Source: an optimization exercise on an open RTL-to-GDS flow (aim: small area and a short achievable clock period). Production flows keep margins and buffers that such runs may drop. Where RTL was checked, it was by simulation tests only, not by an equivalence proof against the original. Power is estimated from default activity; no workload was simulated.

## fjord
==> flow/design.v (excerpt) <==
module conv_peak_detect
#(
  parameter int unsigned MAX_LEN = 8,
  parameter int unsigned IDX_W   = 4
) (
  input  logic                  clk,
  input  logic                  rst,
  input  logic                  in_valid,
  input  logic [2*conv_pkg::SAMPLE_W-1:0] in_data,
  output logic                  out_valid,
  output conv_pkg::energy_t        out_peak,
  output logic [IDX_W-1:0]      out_idx,
  output logic [IDX_W-1:0]      out_len,
  output logic                  out_ovf,
  output logic                  out_err
);
  localparam int unsigned LO_W = 8;
  localparam int unsigned HI_W = conv_pkg::ENERGY_W - LO_W;
  logic             st_acc;
  logic             st_d1;
  logic             st_d2;
  logic             st_rep;
  logic             idle;
  logic [IDX_W-1:0] len;
  logic             ovf;
  logic             first;
  logic             accept;
  assign idle   = !(st_acc || st_d1 || st_d2 || st_rep);
  assign first  = idle && in_valid;
  assign accept = in_valid && (idle || (st_acc && len < IDX_W'(MAX_LEN)));
  logic                          v1, f1;
  logic [2*conv_pkg::SAMPLE_W-1:0] d1;
  logic            v2, f2;
  logic [LO_W-1:0] lo2, lo_t;
  logic            lc2, lc_t;
  logic [HI_W-1:0] hs2, hc2, hs_t, hc_t;
  conv_energy_tree u_tree (
    .re (d1[2*conv_pkg::SAMPLE_W-1:conv_pkg::SAMPLE_W]),
    .im (d1[conv_pkg::SAMPLE_W-1:0]),
    .lo (lo_t),
    .lc (lc_t),
    .hs (hs_t),
    .hc (hc_t)
  );
  conv_pkg::energy_t e2;
  conv_pkg::energy_t max_e;
  logic [2:0]        max_idx;
  logic [2:0]        cnt2;
  logic [2:0]        idx2;
  logic              upd;
  ...
Size in the first run: ~1400 cells after synthesis, roughly 0.016 sq mm of cells after synthesis.
clock: 7.5 ns
lec_check: 0
cap_margin: 20
core_margin: 2
core_utilization: 40
place_density: 0.6
slew_margin: 20
synth_hierarchical: 1
synth_minimum_keep_size: 0
run.sh (not shown) runs the stock make flow with config.mk's settings and CLKGATE_MAP_FILE= SYNTH_SCRIPT=/design/flow/synth_recipe.tcl, a recipe that flattens the netlist after the stock synthesis.
fjord | status: complete | timing, DRC, antenna: pass
--- input diff fjord..ember ---
-- flow/config.mk --
<<< fjord, line 7
export LEC_CHECK = 0
export CAP_MARGIN = 20
>>> ember, line 7
export LEC_CHECK = 0
export ABC_CLOCK_PERIOD_IN_PS = 4000
export CAP_MARGIN = 20
<<< fjord, line 11
export PLACE_DENSITY = 0.6
export SLEW_MARGIN = 20
>>> ember, line 12
export PLACE_DENSITY = 0.6
export SETUP_SLACK_MARGIN = 3.5
export SLEW_MARGIN = 20
Notes after the runs:
The higher worst vdd rail ir drop of fjord and ember is in fjord.
Sort fjord and ember by aggregate routed wire length desc -> top: ember
NOTE: minimum clock period in ember falls short of that of fjord
Each of the runs, namely fjord and ember, reached the end of the flow and came out clean.
Summary of the comparison: setup slack is higher in ember, relative to fjord.
Actual transition at the worst max-transition pin, fjord and ember: larger value in fjord
Function was not checked in any run of this note: the RTL went through the layout flow alone.

Another version of the RTL of conv_peak_detect (not shown whole).
For scale: about 290 flip-flops, ~19,000 µm² of cells after synthesis.
Settings: LEC_CHECK=0, ABC_CLOCK_PERIOD_IN_PS=4000, CAP_MARGIN=20, CORE_MARGIN=2, CORE_UTILIZATION=40, CTS_CLUSTER_DIAMETER=80, CTS_CLUSTER_SIZE=22, PLACE_DENSITY=0.6, SETUP_SLACK_MARGIN=4.4, SLEW_MARGIN=20, SYNTH_HIERARCHICAL=1, SYNTH_MINIMUM_KEEP_SIZE=0; clock period 7.5 ns.
standard.sh (not shown) runs the stock make flow with config.mk's settings and CLKGATE_MAP_FILE= SYNTH_SCRIPT=/design/flow/synth_recipe.tcl, a recipe that flattens the netlist after the stock synthesis.
==> flow/flow/run.sh <==
#!/bin/bash
set -euo pipefail
export BUFFER_PORTS_ARGS="-buffer_cell sky130_fd_sc_hd__buf_1"
export CTS_ARGS="-sink_clustering_enable -repair_clock_nets -sink_clustering_size 22 -sink_clustering_max_diameter 80 -dont_use_dummy_load"
bash standard.sh > standard.log 2>&1
The baseline finished with timing, DRC and antenna clean.
Next try:
--- a/flow/config.mk
+++ b/flow/config.mk
@@ -13,5 +13,5 @@
 export CTS_CLUSTER_SIZE = 22
 export PLACE_DENSITY = 0.6
-export SETUP_SLACK_MARGIN = 4.4
+export SETUP_SLACK_MARGIN = 4.1
 export SLEW_MARGIN = 20
 export SYNTH_HIERARCHICAL = 1
The new run went through all stages and came out clean.
Routed wire length shrinks by about 2.1%.
Global-route usage shrinks by 0.39 points.
Synthesized cell count stays the same.
Hold slack hardly moves.
Clock skew barely changes.
No run of this note included a check of the RTL's function; only the layout flow was run.

== onyx ==
Another version of the RTL of conv_peak_detect (not shown whole).
Size: ~86 I/O pins, ~16,000 sq um of cells after synthesis.
==> flow/config.mk <==
export PLATFORM = sky130hd
export DESIGN_NAME = conv_peak_detect
export DESIGN_NICKNAME = conv_peak_detect
export VERILOG_FILES = /design/flow/design.v
export SDC_FILE = /design/flow/constraint.sdc
export NUM_CORES = 4
export LEC_CHECK = 0
export ABC_CLOCK_PERIOD_IN_PS = 4000
export CAP_MARGIN = 20
export CORE_MARGIN = 2
export CORE_UTILIZATION = 40
export CTS_CLUSTER_DIAMETER = 100
export CTS_CLUSTER_SIZE = 30
export PLACE_DENSITY = 0.6
export SETUP_SLACK_MARGIN = 3.8
export SLEW_MARGIN = 20
export SYNTH_HIERARCHICAL = 1
export SYNTH_MINIMUM_KEEP_SIZE = 0
==> flow/constraint.sdc <==
create_clock -name core_clock -period 7.5 [get_ports {clk}]
set_input_delay 1.5000 -clock core_clock [delete_from_list [all_inputs] [get_ports {clk}]]
set_output_delay 1.5000 -clock core_clock [all_outputs]
set_load 0.01 [all_outputs]
==> flow/flow/run.sh <==
#!/bin/bash
set -euo pipefail
export BUFFER_PORTS_ARGS="-buffer_cell sky130_fd_sc_hd__buf_1"
bash standard.sh > standard.log 2>&1
No stage failed in onyx, and the final checks on the layout all came back clean.
[inputs] cedar vs onyx
- CTS_CLUSTER_SIZE: 30 -> unset
- CTS_CLUSTER_DIAMETER: 100 -> unset
==> flow/run.sh (new file) <==
#!/bin/bash
# synth_recipe.tcl (not shown) runs the flow's synth.tcl, then flattens the netlist and writes it again
# the make line also repeats each setting of config.mk as NAME=value (left out here)
make -C /OpenROAD-flow-scripts/flow DESIGN_CONFIG=/design/flow/config.mk WORK_HOME=/design/flow/orfs CLKGATE_MAP_FILE= SYNTH_SCRIPT=/design/flow/synth_recipe.tcl finish
removed: flow/flow/run.sh
removed: flow/standard.sh
[summary]
| final critical-path share of the clock period | cedar vs onyx | 0.51 points higher |
Part of the total power dissipated in the clock network delta for cedar relative to onyx: 5.6 points higher
Non-clock buffer contribution to total cell area ended up 3.2 points higher on cedar than on onyx.
Critical path launch point: d1[25] -> onyx, d1[24] -> cedar
Modified inputs, indigo compared to cedar
- setting CTS_CLUSTER_SIZE to 30 for the first time
- setting CTS_CLUSTER_DIAMETER to 100 for the first time
==> flow/flow/run.sh (new file) <==
#!/bin/bash
set -euo pipefail
export BUFFER_PORTS_ARGS="-buffer_cell sky130_fd_sc_hd__buf_1"
export CTS_ARGS="-sink_clustering_enable -repair_clock_nets -sink_clustering_size 30 -sink_clustering_max_diameter 100 -dont_use_dummy_load"
bash standard.sh > standard.log 2>&1
==> flow/standard.sh (new file) <==
#!/bin/bash
# synth_recipe.tcl (not shown) runs the flow's synth.tcl, then flattens the netlist and writes it again
# the make line also repeats each setting of config.mk as NAME=value (left out here)
make -C /OpenROAD-flow-scripts/flow DESIGN_CONFIG=/design/flow/config.mk WORK_HOME=/design/flow/orfs CLKGATE_MAP_FILE= SYNTH_SCRIPT=/design/flow/synth_recipe.tcl "${@:-finish}"
removed: flow/run.sh
### Flow results
- Each of the runs, namely cedar and indigo, reached the end of the flow and came out clean.
- Share of the clock period used by the worst path ended up 0.51 points lower on indigo than on cedar.
- Proportion of cell area occupied by multi-input gates up 4.1 points in indigo wrt cedar
- The routed wire length of indigo is lower than that of cedar.
- cedar → indigo: worst setup slack after placement rose 69 ps; via density per instance rose 0.058; die outline area about even; routed length on met2 about even; clock share of power fell 7.5 points.
- | relative max-transition margin | higher: cedar |
The following lists how willow was set up differently from indigo:
- CTS_CLUSTER_SIZE no longer set, was 30
- CTS_CLUSTER_DIAMETER no longer set, was 100
- SETUP_SLACK_MARGIN now 3.5, was 3.8
==> flow/run.sh (new file) <==
#!/bin/bash
# synth_recipe.tcl (not shown) runs the flow's synth.tcl, then flattens the netlist and writes it again
# the make line also repeats each setting of config.mk as NAME=value (left out here)
make -C /OpenROAD-flow-scripts/flow DESIGN_CONFIG=/design/flow/config.mk WORK_HOME=/design/flow/orfs CLKGATE_MAP_FILE= SYNTH_SCRIPT=/design/flow/synth_recipe.tcl finish
removed: flow/flow/run.sh
removed: flow/standard.sh
==> comparison <==
- Final critical-path required period: higher on willow
- Relative to indigo, the routed wire length measured on willow has increased slightly.
- Compared with indigo, willow is hungrier on power.
- willow vs indigo on layout-stage area growth over the synthesis result: willow is the higher one.
- Register area, willow vs indigo: down slightly
- willow vs indigo on clock network power share: willow is the higher one.
- Between indigo and willow, slew at the pin with the worst max-slew slack decreased.

== build 19 ==
conv_peak_detect again, from the RTL that the note above started with.
export LEC_CHECK = 0
export ABC_CLOCK_PERIOD_IN_PS = 4000
export CAP_MARGIN = 20
export CORE_MARGIN = 2
export CORE_UTILIZATION = 40
export PLACE_DENSITY = 0.6
export SETUP_SLACK_MARGIN = 4.1
export SLEW_MARGIN = 20
export SYNTH_HIERARCHICAL = 1
export SYNTH_MINIMUM_KEEP_SIZE = 0
create_clock -name core_clock -period 7.5 [get_ports {clk}]
run.sh (not shown) runs the stock make flow with config.mk's settings and CLKGATE_MAP_FILE= SYNTH_SCRIPT=/design/flow/synth_recipe.tcl, a recipe that flattens the netlist after the stock synthesis.
Stock flow here: none of the scripts above is used.
--- input diff build 19..build 81 ---
- SETUP_SLACK_MARGIN now 3.8, was 4.1
==> flow/flow/run.sh (new file) <==
#!/bin/bash
set -euo pipefail
export BUFFER_PORTS_ARGS="-buffer_cell sky130_fd_sc_hd__buf_1"
bash standard.sh > standard.log 2>&1
==> flow/standard.sh (new file) <==
#!/bin/bash
# synth_recipe.tcl (not shown) runs the flow's synth.tcl, then flattens the netlist and writes it again
# the make line also repeats each setting of config.mk as NAME=value (left out here)
make -C /OpenROAD-flow-scripts/flow DESIGN_CONFIG=/design/flow/config.mk WORK_HOME=/design/flow/orfs CLKGATE_MAP_FILE= SYNTH_SCRIPT=/design/flow/synth_recipe.tcl "${@:-finish}"
removed: flow/run.sh
As far as cell count after synthesis goes, build 81 and build 19 are indistinguishable; the numbers are identical.
The met3 layer wire length in the routed design in build 81 was lower than what build 19 gave.
Higher worst path arrival time among build 81 and build 19: build 81
Delta (build 81 minus build 19): worst-case clock skew moved up, worst setup slack moved down, via count moved down.
--- input diff build 81..build 70 ---
- putting CTS_BUF_LIST at sky130_fd_sc_hd__clkbuf_8 where nothing was set
- putting CTS_CLUSTER_DIAMETER at 60 where nothing was set
- putting CTS_CLUSTER_SIZE at 14 where nothing was set
### Flow results
Both conditions hold for build 70: the flow ran to the end and the final layout passed the timing, design-rule and antenna checks.
Final routed DRC violation total: build 70 vs build 81 identical
Looking at fmax across both flows, build 70 is the stronger of the two, with build 81 trailing.
Compared to build 81, build 70 has portion of the layout cell area used by non-clock buffers 0.36 points lower.
Area growth from synthesis to final layout: build 70 < build 81
Going from build 81 to build 70, clock period minus final worst setup slack shrank by 0.025 ns, share of the clock period used by the worst path shrank by 0.33 points, met2 track demand over resource in global routing held steady.
On reg2reg setup slack: between build 81 and build 70, it ends up higher for build 70.
Build 70: number of non-filler instances in the completed layout is 9 lower than what build 81 reported.
Total of max-cap violations came out exactly the same in build 81 and build 70.
There was hardly any difference in first-pass GRT wire length between build 81 and build 70.
Setup changes, build 70 to build 24
- swapping 40 for 55 in CORE_UTILIZATION
- swapping 14 for 22 in CTS_CLUSTER_SIZE
- swapping 0.6 for 0.7 in PLACE_DENSITY
- swapping 60 for 80 in CTS_CLUSTER_DIAMETER
- clearing CTS_BUF_LIST, which used to be sky130_fd_sc_hd__clkbuf_8
==> flow/flow/run.sh <==
#!/bin/bash
set -euo pipefail
export BUFFER_PORTS_ARGS="-buffer_cell sky130_fd_sc_hd__buf_1"
export CTS_ARGS="-sink_clustering_enable -repair_clock_nets -sink_clustering_size 22 -sink_clustering_max_diameter 80 -dont_use_dummy_load"
bash standard.sh > standard.log 2>&1
Of build 24 and build 70, the lower total internal power belongs to build 24.
Compared to build 70, build 24 has register share of total power 0.6 points higher.
Build 24 completed every stage of the flow, and the final layout passed the timing, design-rule and antenna checks.
Side by side, final critical-path share of the clock period turned out higher in build 24 than in build 70.
Going from build 70 to build 24, post-layout instance area shrinks by about 2%.
Build 24 vs. build 70: power per cell area went up by 2.0 nW/um2, worst hold slack went up by 0.0087 ns, final wirelength went down by 2.7 mm.

-- static timing again, ports no longer ideal --
In the flow no input, the clock included, has a driving cell. The finished layouts below were timed again as built, in two steps. Step 1 assumes that a clkbuf_16 drives the clock port and a buf_2 every other input. Step 2 also shifts input and output timing later by t, the mid clock arrival at the registers, as if the neighbouring blocks saw the same clock. Slacks: no drivers / after step 1 / after step 2; pairs: no drivers / after step 1.
run	t (ns)	setup slack, ns	hold WS [ns]	latest minus earliest clock arrival (ns)	worst data-port slew with drivers (ns)
fjord	0.598	2.860 / 2.860 / 2.860	0.338 / 0.338 / 0.338	0.032 / 0.032	0.04
ember	0.586	3.304 / 3.304 / 3.304	0.340 / 0.340 / 0.340	0.014 / 0.014	0.04
the first run of note 2	0.565	4.135 / 4.135 / 4.135	0.336 / 0.336 / 0.336	0.043 / 0.043	0.03
the second run of note 2	0.559	4.138 / 4.138 / 4.138	0.336 / 0.336 / 0.336	0.043 / 0.042	0.03
onyx	0.540	3.876 / 3.876 / 3.876	0.325 / 0.325 / 0.325	0.039 / 0.039	0.05
cedar	0.582	3.838 / 3.838 / 3.838	0.325 / 0.325 / 0.325	0.034 / 0.034	0.05
indigo	0.520	3.876 / 3.876 / 3.876	0.333 / 0.333 / 0.333	0.077 / 0.077	0.05
willow	0.583	3.602 / 3.602 / 3.602	0.325 / 0.325 / 0.325	0.033 / 0.033	0.05
build 19	0.579	3.959 / 3.959 / 3.959	0.325 / 0.325 / 0.325	0.021 / 0.021	0.04
build 81	0.571	3.867 / 3.867 / 3.867	0.325 / 0.325 / 0.325	0.032 / 0.032	0.05
build 70	0.601	3.892 / 3.892 / 3.892	0.330 / 0.330 / 0.330	0.057 / 0.057	0.05
build 24	0.516	3.865 / 3.865 / 3.865	0.339 / 0.339 / 0.339	0.040 / 0.040	0.03
After both steps every run listed still meets setup and hold.
